This is an optimization exercise on Yosys and OpenROAD, whose aim is small area and a short achievable clock period, not a production implementation. Only simulation tests tie the RTL to the original design; equivalence was not proved. Power figures rest on the tool's default switching activity, not on a simulated workload.

==> flow/design.v <==
module mem_ack_responder (
    input  logic        CLK,
    input  logic        RESET,
    input  logic        MR,
    input  logic        MW,
    input  logic [5:0]  ADDR,
    input  logic [31:0] DIN,
    input  logic [3:0]  BE,
    output logic [31:0] DOUT,
    output logic        ACK_N,
    output logic [1:0]  STATE
);
    logic [1:0]  st_q;      
    logic        lat2_q;    
    logic        busy_q;    
    logic        ack_q;     
    logic [31:0] dout_q;
    logic [63:0] sel_n_q;   
    logic [31:0] din_q;
    logic [3:0]  be_q;
    logic        wr_q;
    logic        wcommit_n_q;  
    logic [31:0] mem_q [64];
    logic [31:0] rdata_q;
    logic req, idle, fire;
    assign req  = MR | MW;
    assign idle = !busy_q;
    assign fire = lat2_q & req;
    always_ff @(posedge CLK or posedge RESET) begin
        if (RESET) begin
            st_q    <= 2'd0;
            lat2_q  <= 1'b0;
            busy_q  <= 1'b0;
            ack_q   <= 1'b0;
        end else begin
            lat2_q  <= 1'b0;
            busy_q  <= req || (st_q == 2'd2);
            ack_q   <= 1'b0;
            case (st_q)
                2'd0: if (req) st_q <= 2'd1;
                2'd1: begin
                    if (!req) st_q <= 2'd0;
                    else if (lat2_q) begin
                        st_q    <= 2'd2;
                        ack_q   <= 1'b1;
                    end else lat2_q <= 1'b1;
                end
                2'd2: st_q <= 2'd3;
                default: if (!req) st_q <= 2'd0;
            endcase
        end
    end
    always_ff @(posedge CLK) begin
        if (idle) begin
            for (int w = 0; w < 64; w++) sel_n_q[w] <= (ADDR != 6'(w));
            din_q <= DIN;
            be_q  <= BE;
            wr_q  <= MW;
        end
    end
    logic [31:0] rdata;
    always_comb begin
        rdata = '1;
        for (int w = 0; w < 64; w++) rdata = rdata & (mem_q[w] | {32{sel_n_q[w]}});
    end
    always_ff @(posedge CLK) rdata_q <= rdata;
    always_ff @(posedge CLK) wcommit_n_q <= !(fire && wr_q);
    logic [31:0] wdata;
    always_comb begin
        for (int b = 0; b < 4; b++)
            wdata[b*8 +: 8] = be_q[b] ? din_q[b*8 +: 8] : rdata_q[b*8 +: 8];
    end
    always_ff @(posedge CLK) begin
        for (int w = 0; w < 64; w++) begin
            if (!(sel_n_q[w] || wcommit_n_q)) mem_q[w] <= wdata;
        end
    end
    always_ff @(posedge CLK or posedge RESET) begin
        if (RESET) dout_q <= '0;
        else if (fire && !wr_q) dout_q <= rdata_q;
    end
    assign DOUT  = dout_q;
    assign ACK_N = !ack_q;
    assign STATE = st_q;
endmodule
make LEC_CHECK=0 CAP_MARGIN=20 CORE_MARGIN=2 CORE_UTILIZATION=65 CTS_CLUSTER_DIAMETER=80 CTS_CLUSTER_SIZE=30 PLACE_DENSITY=0.8 SETUP_SLACK_MARGIN=2.7 SLEW_MARGIN=20 finish   # period 5.0 ns
run.sh (not shown) runs the stock make flow with config.mk's settings and CLKGATE_MAP_FILE= SYNTH_SCRIPT=/design/flow/synth_recipe.tcl, a recipe that flattens the netlist after the stock synthesis.
Edit:
--- a/flow/design.v
+++ b/flow/design.v
@@ -18,11 +18,10 @@
     logic [63:0] sel_n_q;   
     logic [31:0] din_q;
     logic [3:0]  be_q;
     logic        wr_q;
-    logic        wcommit_n_q;  
+    logic [3:0]  bwe_n_q;   
     logic [31:0] mem_q [64];
-    logic [31:0] rdata_q;
     logic req, idle, fire;
     assign req  = MR | MW;
     assign idle = !busy_q;
     assign fire = lat2_q & req;
@@ -57,25 +56,25 @@
             be_q  <= BE;
             wr_q  <= MW;
         end
     end
+    always_ff @(posedge CLK) begin
+        bwe_n_q <= (fire && wr_q) ? ~be_q : 4'hF;
+    end
+    always_ff @(posedge CLK) begin
+        for (int w = 0; w < 64; w++) begin
+            for (int b = 0; b < 4; b++) begin
+                if (!(sel_n_q[w] || bwe_n_q[b])) mem_q[w][b*8 +: 8] <= din_q[b*8 +: 8];
+            end
+        end
+    end
     logic [31:0] rdata;
     always_comb begin
         rdata = '1;
         for (int w = 0; w < 64; w++) rdata = rdata & (mem_q[w] | {32{sel_n_q[w]}});
     end
+    logic [31:0] rdata_q;
     always_ff @(posedge CLK) rdata_q <= rdata;
-    always_ff @(posedge CLK) wcommit_n_q <= !(fire && wr_q);
-    logic [31:0] wdata;
-    always_comb begin
-        for (int b = 0; b < 4; b++)
-            wdata[b*8 +: 8] = be_q[b] ? din_q[b*8 +: 8] : rdata_q[b*8 +: 8];
-    end
-    always_ff @(posedge CLK) begin
-        for (int w = 0; w < 64; w++) begin
-            if (!(sel_n_q[w] || wcommit_n_q)) mem_q[w] <= wdata;
-        end
-    end
     always_ff @(posedge CLK or posedge RESET) begin
         if (RESET) dout_q <= '0;
         else if (fire && !wr_q) dout_q <= rdata_q;
     end
Hold slack degrades by 0.067 ns. Combinational power went down by 18%. Register-to-register slack improves by 0.05 ns. Routed wire length went down by 13%. Core utilization went down by 1.6 points. Sequential share of layout area went up by 0.98 points. Final cell count went up by 1.5%. Worst setup slack improves by 0.13 ns.

-- re-timing with driven ports --
In the flow no input, the clock included, has a driving cell. The finished layouts below were timed again as built, in two steps. Step 1 assumes that a clkbuf_16 drives the clock port and a buf_2 every other input. Step 2 times the ports against the registers' clock, not the clock port: input delays grow and output delays shrink by t, the midpoint of the rising clock arrivals with the driver on. Three values: ideal ports, drivers, drivers and shift; two values: the first two.
| run | shift t [ns] | setup WS [ns] | hold WS [ns] | latest minus earliest clock arrival (ns) | worst data-port slew with drivers (ns) |
|---|---|---|---|---|---|
| the first run | 0.784 | 2.502 / 2.424 / 2.030 | 0.494 / 0.494 / 0.494 | 0.057 / 0.057 | 0.15 |
| the second run | 0.776 | 2.627 / 2.548 / 1.995 | 0.427 / 0.427 / 0.427 | 0.043 / 0.042 | 0.05 |
After both steps setup and hold are still met in every run listed. For the second run, which loses most, drivers alone change the setup slack by -0.079 ns; drivers and shift together by -0.632 ns.
